Context: an optimization exercise on an open-source flow, tuned for small area, a short achievable clock period and few clock cycles per item. The choices shown serve that exercise and are no tape-out recipe.
In this exercise RTL edits were held to simulation tests only and were not proved equivalent to the original.

Setup of rev 12:
==> module gqd_pipe, before the edit <==
module gqd_pipe
(
  input  wire logic        clk,
  input  wire logic        rst_n,
  input  wire logic [7:0]  n_lo_i,      
  input  wire logic [2:0]  shift_i,     
  input  wire logic [6:0]  mul_i,
  input  wire logic        big_i,
  input  wire logic        pow2_i,
  input  wire logic        dither_i,
  input  wire logic [12:0] width_i,
  input  wire logic [12:0] height_i,
  input  wire logic        in_valid,
  output logic             in_ready,
  input  wire logic [23:0] in_data,
  output logic             out_valid,
  input  wire logic        out_ready,
  output logic [8:0]       out_data
);
  localparam int PW = gqd_pkg::POS_W;
  logic en, accept;
  logic out_valid_r;
  assign en       = !out_valid_r || out_ready;
  assign in_ready = en;
  assign accept   = in_valid && en;
  logic [PW-1:0] col_r, row_r;
  logic [PW:0]   col_p1, row_p1;
  logic          row_end, plane_end, pos;
  always_comb begin
    col_p1    = {1'b0, col_r} + 1'b1;
    row_p1    = {1'b0, row_r} + 1'b1;
    row_end   = col_p1[PW] || (col_p1 >= width_i);
    plane_end = row_end && (row_p1[PW] || (row_p1 >= height_i));
    pos       = !(col_r[0] ^ row_r[0]);
  end
  always_ff @(posedge clk) begin
    if (!rst_n) begin
      col_r <= '0;
      row_r <= '0;
    end else if (accept) begin
      col_r <= row_end ? '0 : col_p1[PW-1:0];
      if (row_end) begin
        row_r <= plane_end ? '0 : row_p1[PW-1:0];
      end
    end
  end
  logic       s1_v, s1_pe, s1_up, s1_inc;
  logic [7:0] s1_p;
  logic [6:0] s1_fh;
  always_ff @(posedge clk) begin
    if (!rst_n) begin
      s1_v <= 1'b0;
    end else if (en) begin
      s1_v <= accept;
    end
    if (en) begin
      s1_pe   <= plane_end;
      s1_p    <= in_data[23:16];
      s1_fh   <= dither_i ? in_data[15:9] : 7'd0;
      s1_up   <= dither_i && pos;
      s1_inc  <= dither_i && (pos ? (in_data[15:0] != 16'd0) :
                                    (in_data[15:0] == 16'hFFFF && pow2_i));
    end
  end
  logic [7:0] p1;
  gqd_div u_div1 (
    .a    ({1'b0, s1_fh}),
    .mf   (mul_i),
    .prod (p1)
  );
  logic       s2_v, s2_pe, s2_up, s2_inc;
  logic [7:0] s2_p;
  logic [7:0] s2_prod;
  always_ff @(posedge clk) begin
    if (!rst_n) begin
      s2_v <= 1'b0;
    end else if (en) begin
      s2_v <= s1_v;
    end
    if (en) begin
      s2_pe   <= s1_pe;
      s2_p    <= s1_p;
      s2_up   <= s1_up;
      s2_inc  <= s1_inc;
      s2_prod <= big_i ? 8'd0 : p1;
    end
  end
  logic [6:0] q1;
  logic [8:0] vsum;
  logic [7:0] v;
  always_comb begin
    q1   = 7'(s2_prod >> shift_i);
    vsum = {1'b0, s2_p} + ({2'b00, q1} ^ {9{!s2_up}}) + {8'd0, s2_up ? s2_inc : !s2_inc};
    v    = vsum[8] ? {8{s2_up}} : vsum[7:0];
  end
  logic       s3_v, s3_pe;
  logic [7:0] s3_vp;
  always_ff @(posedge clk) begin
    if (!rst_n) begin
      s3_v <= 1'b0;
    end else if (en) begin
      s3_v <= s2_v;
    end
    if (en) begin
      s3_pe <= s2_pe;
      s3_vp <= v;
    end
  end
  logic [7:0] x, y;
  logic       sgn;
  gqd_mulr u_mulr (
    .v (s3_vp),
    .n (n_lo_i),
    .x (x)
  );
  always_comb begin
    sgn = x[7] && (x[6:0] != 7'd0);
    y   = x ^ {8{sgn}};
  end
  logic       s4_v, s4_pe, s4_sgn;
  logic [7:0] s4_vp, s4_y;
  always_ff @(posedge clk) begin
    if (!rst_n) begin
      s4_v <= 1'b0;
    end else if (en) begin
      s4_v <= s3_v;
    end
    if (en) begin
      s4_pe  <= s3_pe;
      s4_vp  <= s3_vp;
      s4_y   <= y;
      s4_sgn <= sgn;
    end
  end
  logic [7:0] p2;
  gqd_div u_div2 (
    .a    (s4_y),
    .mf   (mul_i),
    .prod (p2)
  );
  logic       s5_v, s5_pe, s5_sgn;
  logic [7:0] s5_vp;
  logic [7:0] s5_prod;
  always_ff @(posedge clk) begin
    if (!rst_n) begin
      s5_v <= 1'b0;
    end else if (en) begin
      s5_v <= s4_v;
    end
    if (en) begin
      s5_pe   <= s4_pe;
      s5_vp   <= s4_vp;
      s5_sgn  <= s4_sgn;
      s5_prod <= big_i ? 8'd0 : p2;
    end
  end
  logic [7:0] q2;
  logic [8:0] osum;
  logic [7:0] opix;
  always_comb begin
    q2   = 8'(s5_prod >> shift_i);
    osum = {1'b0, s5_vp} + ({1'b0, q2} ^ {9{s5_sgn}});
    opix = osum[8] ? 8'hFF : osum[7:0];
  end
  logic [8:0] out_data_r;
  always_ff @(posedge clk) begin
    if (!rst_n) begin
      out_valid_r <= 1'b0;
    end else if (en) begin
      out_valid_r <= s5_v;
    end
    if (en) begin
      out_data_r <= {opix, s5_pe};
    end
  end
  assign out_valid = out_valid_r;
  assign out_data  = out_data_r;
endmodule
export LEC_CHECK = 0
export ABC_AREA = 1
export CAP_MARGIN = 20
export CORE_MARGIN = 2
export CORE_UTILIZATION = 45
export CTS_BUF_LIST = sky130_fd_sc_hd__clkbuf_4 sky130_fd_sc_hd__clkbuf_8
export CTS_CLUSTER_SIZE = 40
export SETUP_SLACK_MARGIN = 3.8
export SLEW_MARGIN = 20
create_clock -name core_clock -period 8.0 [get_ports {clk}]
run.sh (not shown) runs the stock make flow with config.mk's settings and CLKGATE_MAP_FILE= SYNTH_SCRIPT=/design/flow/synth_recipe.tcl, a recipe that flattens the netlist after the stock synthesis.
Testbench counts of rev 12, summed over its fixed seeds: cycles 131,552, pixels 131,072.
### rev 12 -> rev 13
--- a/flow/design.v
+++ b/flow/design.v
@@ -393,6 +393,6 @@
   localparam int PW = gqd_pkg::POS_W;
   logic en, accept;
-  logic out_valid_r;
-  assign en       = !out_valid_r || out_ready;
+  logic sk_valid_r;
+  assign en       = !sk_valid_r;
   assign in_ready = en;
   assign accept   = in_valid && en;
@@ -536,13 +536,27 @@
     opix = osum[8] ? 8'hFF : osum[7:0];
   end
-  logic [8:0] out_data_r;
+  logic       out_valid_r;
+  logic [8:0] out_data_r, sk_data_r;
   always_ff @(posedge clk) begin
     if (!rst_n) begin
       out_valid_r <= 1'b0;
+      sk_valid_r  <= 1'b0;
     end else if (en) begin
-      out_valid_r <= s5_v;
+      if (!out_valid_r || out_ready) begin
+        out_valid_r <= s5_v;
+      end else begin
+        sk_valid_r  <= s5_v;
+      end
+    end else if (out_ready) begin
+      sk_valid_r  <= 1'b0;
     end
     if (en) begin
-      out_data_r <= {opix, s5_pe};
+      if (!out_valid_r || out_ready) begin
+        out_data_r <= {opix, s5_pe};
+      end else begin
+        sk_data_r  <= {opix, s5_pe};
+      end
+    end else if (out_ready) begin
+      out_data_r <= sk_data_r;
     end
   end
### Flow results
On post-synthesis area per instance: rev 13 sits above rev 12. Rev 13 vs rev 12: tap cell instance count up in rev 13. Delta (rev 13 minus rev 12): clock period minus final worst setup slack did not really move; final setup slack of the worst path saw little to no change; number of signal-net buffers in the layout lost 10; area added between synthesis and finish went down; slew of the pin with the lowest slew margin grew by 0.32 ns. Measured against each other, rev 12 and rev 13 differ in clock buffer count in the final layout, the lower figure coming from rev 13.
Testbench counts of rev 13, summed over its fixed seeds: cycles 131,552, pixels 131,072.

-- afterwards: timing with drivers on the ports --
Ports are ideal in the flow. The routed layouts listed here were re-timed in OpenROAD. Step 1 sets driving cells, clkbuf_16 on the clock port and buf_2 on the other inputs (assumed; they add their load-dependent delay and slew). Step 2 moves the port delays by t, midway between the first and last clock arrival at a register: inputs arrive t later, outputs are due t later. That takes back most of the time a late clock gives input paths. Slacks: no drivers / after step 1 / after step 2; pairs: no drivers / after step 1.
run | shift t [ns] | setup WS [ns] | hold WS [ns] | slew at the worst register clock pin (ns)
rev 12 | 0.515 | 3.844 / 3.817 / 3.817 | 0.421 / 0.421 / 0.421 | 0.11 / 0.11
rev 13 | 0.530 | 3.846 / 3.826 / 3.826 | 0.423 / 0.423 / 0.423 | 0.11 / 0.11
After both steps every run listed still meets setup and hold. The setup slack of rev 12, which loses most, moves by -0.027 ns with the drivers and by -0.027 ns with both steps.
